Source: an optimization exercise on an open RTL-to-GDS flow (aim: small area, a short achievable clock period and few clock cycles). Production flows keep margins and buffers that such runs may drop.
RTL that was checked went through simulation tests only; none was proved equivalent to the original.
Power and IR drop assume default switching activity.

## sw_top
module sw_top (
    input  wire          clk,
    input  wire          rst,
    input  wire          i_valid,
    input  wire [73:0]   i_job,
    input  wire          i_ready,
    output wire          o_ready,
    output wire          o_valid,
    output wire [17:0]   o_result
);
    localparam DEPTH = 5;
    wire          take;
    wire          rel_first;
    wire [1:0]    rel_buf;
    wire [1:0]    base_a;
    wire [1:0]    base_b;
    wire          first;
    wire          x;
    wire          y;
    wire          vb;
    wire [31:0]   read_0;
    wire [31:0]   read_1;
    wire [31:0]   read_2;
    wire [15:0]   en_0;
    wire [15:0]   en_1;
    wire [15:0]   en_2;
    wire          out_first;
    wire          out_x;
    wire [4:0]    c_score;
    wire [3:0]    c_row;
    wire          c_col;
    sw_controller #(.DEPTH(DEPTH)) sw_controller_i (
        .clk         (clk),
        .rst         (rst),
        .i_valid     (i_valid),
        .i_job       (i_job),
        .i_take      (take),
        .i_rel_first (rel_first),
        .i_rel_buf   (rel_buf),
        .o_ready     (o_ready),
        .o_base_a    (base_a),
        .o_base_b    (base_b),
        .o_first     (first),
        .o_x         (x),
        .o_y         (y),
        .o_vb        (vb),
        .o_read_0    (read_0),
        .o_read_1    (read_1),
        .o_read_2    (read_2),
        .o_en_0      (en_0),
        .o_en_1      (en_1),
        .o_en_2      (en_2)
    );
    sw_pe_array sw_pe_array_i (
        .clk          (clk),
        .rst          (rst),
        .i_base_a     (base_a),
        .i_base_b     (base_b),
        .i_first      (first),
        .i_x          (x),
        .i_y          (y),
  ...
Size: about 5400 cells after synthesis, about 850 flip-flops, ~98 I/O pins.
export LEC_CHECK = 0
export ABC_AREA = 1
export CAP_MARGIN = 20
export CORE_MARGIN = 2
export CORE_UTILIZATION = 70
export PLACE_DENSITY = 0.8
export SLEW_MARGIN = 20
create_clock -name core_clock -period 10.0 [get_ports {clk}]
standard.sh (not shown) runs the stock make flow with config.mk's settings and CLKGATE_MAP_FILE= SYNTH_SCRIPT=/design/flow/synth_recipe.tcl, a recipe that flattens the netlist after the stock synthesis.
==> flow/flow/run.sh <==
#!/bin/bash
# The standard layout, with the port buffers made from plain buf_2 cells instead of the delay
# buffer that buffer_ports picks on its own. Every make step's output goes to make.log here;
# ORFS keeps each tool's full log under orfs/logs/.
set -euo pipefail
bash standard.sh "BUFFER_PORTS_ARGS=-buffer_cell sky130_fd_sc_hd__buf_2" CTS_CLUSTER_SIZE=24 CTS_CLUSTER_DIAMETER=100 finish > make.log 2>&1
Testbench counts at the start, summed over its fixed seeds: cycles 8,786.
Then changed:
==> flow/flow/run.sh (replaced) <==
#!/bin/bash
# The standard layout with three changes to how it is made (not to what is measured):
# - the port buffers are plain buf_2 cells instead of the delay buffer buffer_ports picks;
# - clock tree sinks are clustered in groups of up to 24 within 100 um;
# - repair_timing aims for 6.85 ns of setup slack, so it upsizes the gates and flip-flops on
#   the internal paths that are slower than the port paths.
# Every make step's output goes to make.log here; ORFS keeps each tool's full log under
# orfs/logs/.
set -euo pipefail
bash standard.sh "BUFFER_PORTS_ARGS=-buffer_cell sky130_fd_sc_hd__buf_2" CTS_CLUSTER_SIZE=24 CTS_CLUSTER_DIAMETER=100 SETUP_SLACK_MARGIN=6.85 finish > make.log 2>&1
Outcome:
- die area stays the same
- cell area rises by 0.49%
- synthesized cell count stays the same
- via count increases by 0.94%
- clock power hardly moves
- wire length climbs by 3.9%
- worst setup slack is better by 100 ps
Then changed:
==> flow/flow/run.sh (replaced) <==
#!/bin/bash
# The standard layout, with the port buffers made from plain buf_2 cells instead of the delay
# buffer that buffer_ports picks on its own. Every make step's output goes to make.log here;
# ORFS keeps each tool's full log under orfs/logs/.
set -euo pipefail
bash standard.sh "BUFFER_PORTS_ARGS=-buffer_cell sky130_fd_sc_hd__buf_2" CTS_CLUSTER_SIZE=24 CTS_CLUSTER_DIAMETER=100 SETUP_SLACK_MARGIN=6.85 finish > make.log 2>&1
Result:
- global-route usage stays the same
- clock-buffer cell count stays the same
- area after synthesis does not change
- clock skew does not change
- routed wire length does not change
- power is unchanged
- critical path depth is unchanged
- maximum frequency is unchanged
- die area stays the same

* * *

Another version of the RTL of sw_top (not shown whole).
For scale: ~4600 cells after synthesis, about 880 flip-flops, about 98 I/O pins, about 0.043 mm² of cells after synthesis.
export LEC_CHECK = 0
export CAP_MARGIN = 20
export CORE_MARGIN = 2
export CORE_UTILIZATION = 70
export PLACE_DENSITY = 0.8
export SLEW_MARGIN = 20
create_clock -name core_clock -period 10.0 [get_ports {clk}]
==> flow/flow/run.sh <==
#!/bin/bash
# The standard layout, with the port buffers made from plain buf_2 cells instead of the delay
# buffer that buffer_ports picks on its own. Every make step's output goes to make.log here;
# ORFS keeps each tool's full log under orfs/logs/.
set -euo pipefail
bash standard.sh "BUFFER_PORTS_ARGS=-buffer_cell sky130_fd_sc_hd__buf_2" CTS_CLUSTER_SIZE=24 CTS_CLUSTER_DIAMETER=100 finish > make.log 2>&1
The starting point passed the timing, design-rule and antenna checks.
Edit:
--- a/flow/config.mk
+++ b/flow/config.mk
@@ -7,2 +7,3 @@
 export LEC_CHECK = 0
+export ABC_AREA = 1
 export CAP_MARGIN = 20
Global-route usage hardly moves.
Die area barely changes.
Setup slack gets better by 1000 ps.
Count of clock-buffer cells in the layout climbs by 5.
Clock skew climbs by 12 ps.
Utilization climbs by 0.56 points.
Sequential share of layout area drops by 0.34 points.
No run of this note included a check of the RTL's function; only the layout flow was run.

* * *

Another version of the RTL of sw_top (not shown whole).
Size in the first run: roughly 580 flip-flops.
## sw_top
module sw_top (
    input  wire          clk,
    input  wire          rst,
    input  wire          i_valid,
    input  wire [73:0]   i_job,
    input  wire          i_ready,
    output wire          o_ready,
    output wire          o_valid,
    output wire [17:0]   o_result
);
==> flow/config.mk <==
export PLATFORM = sky130hd
export DESIGN_NAME = sw_top
export DESIGN_NICKNAME = sw_top
export VERILOG_FILES = /design/flow/design.v
export SDC_FILE = /design/flow/constraint.sdc
export NUM_CORES = 4
export LEC_CHECK = 0
export ABC_AREA = 1
export CAP_MARGIN = 20
export CORE_MARGIN = 2
export CORE_UTILIZATION = 40
export SLEW_MARGIN = 20
==> flow/constraint.sdc <==
create_clock -name core_clock -period 10.0 [get_ports {clk}]
set_input_delay 2.0000 -clock core_clock [delete_from_list [all_inputs] [get_ports {clk}]]
set_output_delay 2.0000 -clock core_clock [all_outputs]
set_load 0.01 [all_outputs]
==> flow/flow/run.sh <==
#!/bin/bash
# The standard layout, with the port buffers made from plain buf_2 cells instead of the delay
# buffer that buffer_ports picks on its own. Every make step's output goes to make.log here;
# ORFS keeps each tool's full log under orfs/logs/.
set -euo pipefail
bash standard.sh "BUFFER_PORTS_ARGS=-buffer_cell sky130_fd_sc_hd__buf_2" finish > make.log 2>&1
Testbench counts at the start, summed over its fixed seeds: cycles 16,691.
Edit:
==> flow/run.sh (new file) <==
#!/bin/bash
# synth_recipe.tcl (not shown) runs the flow's synth.tcl, then flattens the netlist and writes it again
# the make line also repeats each setting of config.mk as NAME=value (left out here)
make -C /OpenROAD-flow-scripts/flow DESIGN_CONFIG=/design/flow/config.mk WORK_HOME=/design/flow/orfs CLKGATE_MAP_FILE= SYNTH_SCRIPT=/design/flow/synth_recipe.tcl finish
removed: flow/flow/run.sh
removed: flow/standard.sh
=>
- The new run completed without violations
- count of clock-buffer cells in the layout decreases by 9
- die area stays the same
- setup slack degrades by 0.43 ns
- flip-flop and latch count stays the same
- global-route usage stays flat
- utilization increases by 1.1 points
- via count increases by 0.40%

==> separate check: timing with driven ports <==
The flow's constraints put no driver on any port. The routed layouts listed below were extracted and timed again, unchanged, in two steps. Step 1 assumes that a clkbuf_16 drives the clock port and a buf_2 every other input. Step 2 adds t to the input delays and takes it off the output delays; t is the mean of the earliest and latest rising clock arrival at the registers after step 1. Input paths then give back, and output paths get back, about the clock's delay inside the block. Slacks: ideal ports / drivers / drivers and shift; pairs: ideal ports / drivers.
| run | t, ns | slack for setup (ns) | cell pins on the clock port's net |
|---|---|---|---|
| the first run of note 1 | 0.679 | 6.707 / 6.707 / 6.344 | 1 |
| the second run of note 1 | 0.678 | 6.810 / 6.748 / 6.649 | 1 |
| the third run of note 1 | 0.678 | 6.810 / 6.748 / 6.649 | 1 |
| the first run of note 2 | 0.668 | 5.639 / 5.639 / 5.639 | 1 |
| the second run of note 2 | 0.676 | 6.644 / 6.644 / 6.510 | 1 |
| the first run of note 3 | 0.661 | 6.675 / 6.617 / 6.185 | 1 |
| the second run of note 3 | 0.669 | 6.247 / 6.191 / 5.926 | 1 |
After both steps setup and hold are still met in every run listed. For the first run of note 3, which loses most, drivers alone change the setup slack by -0.058 ns; drivers and shift together by -0.490 ns.
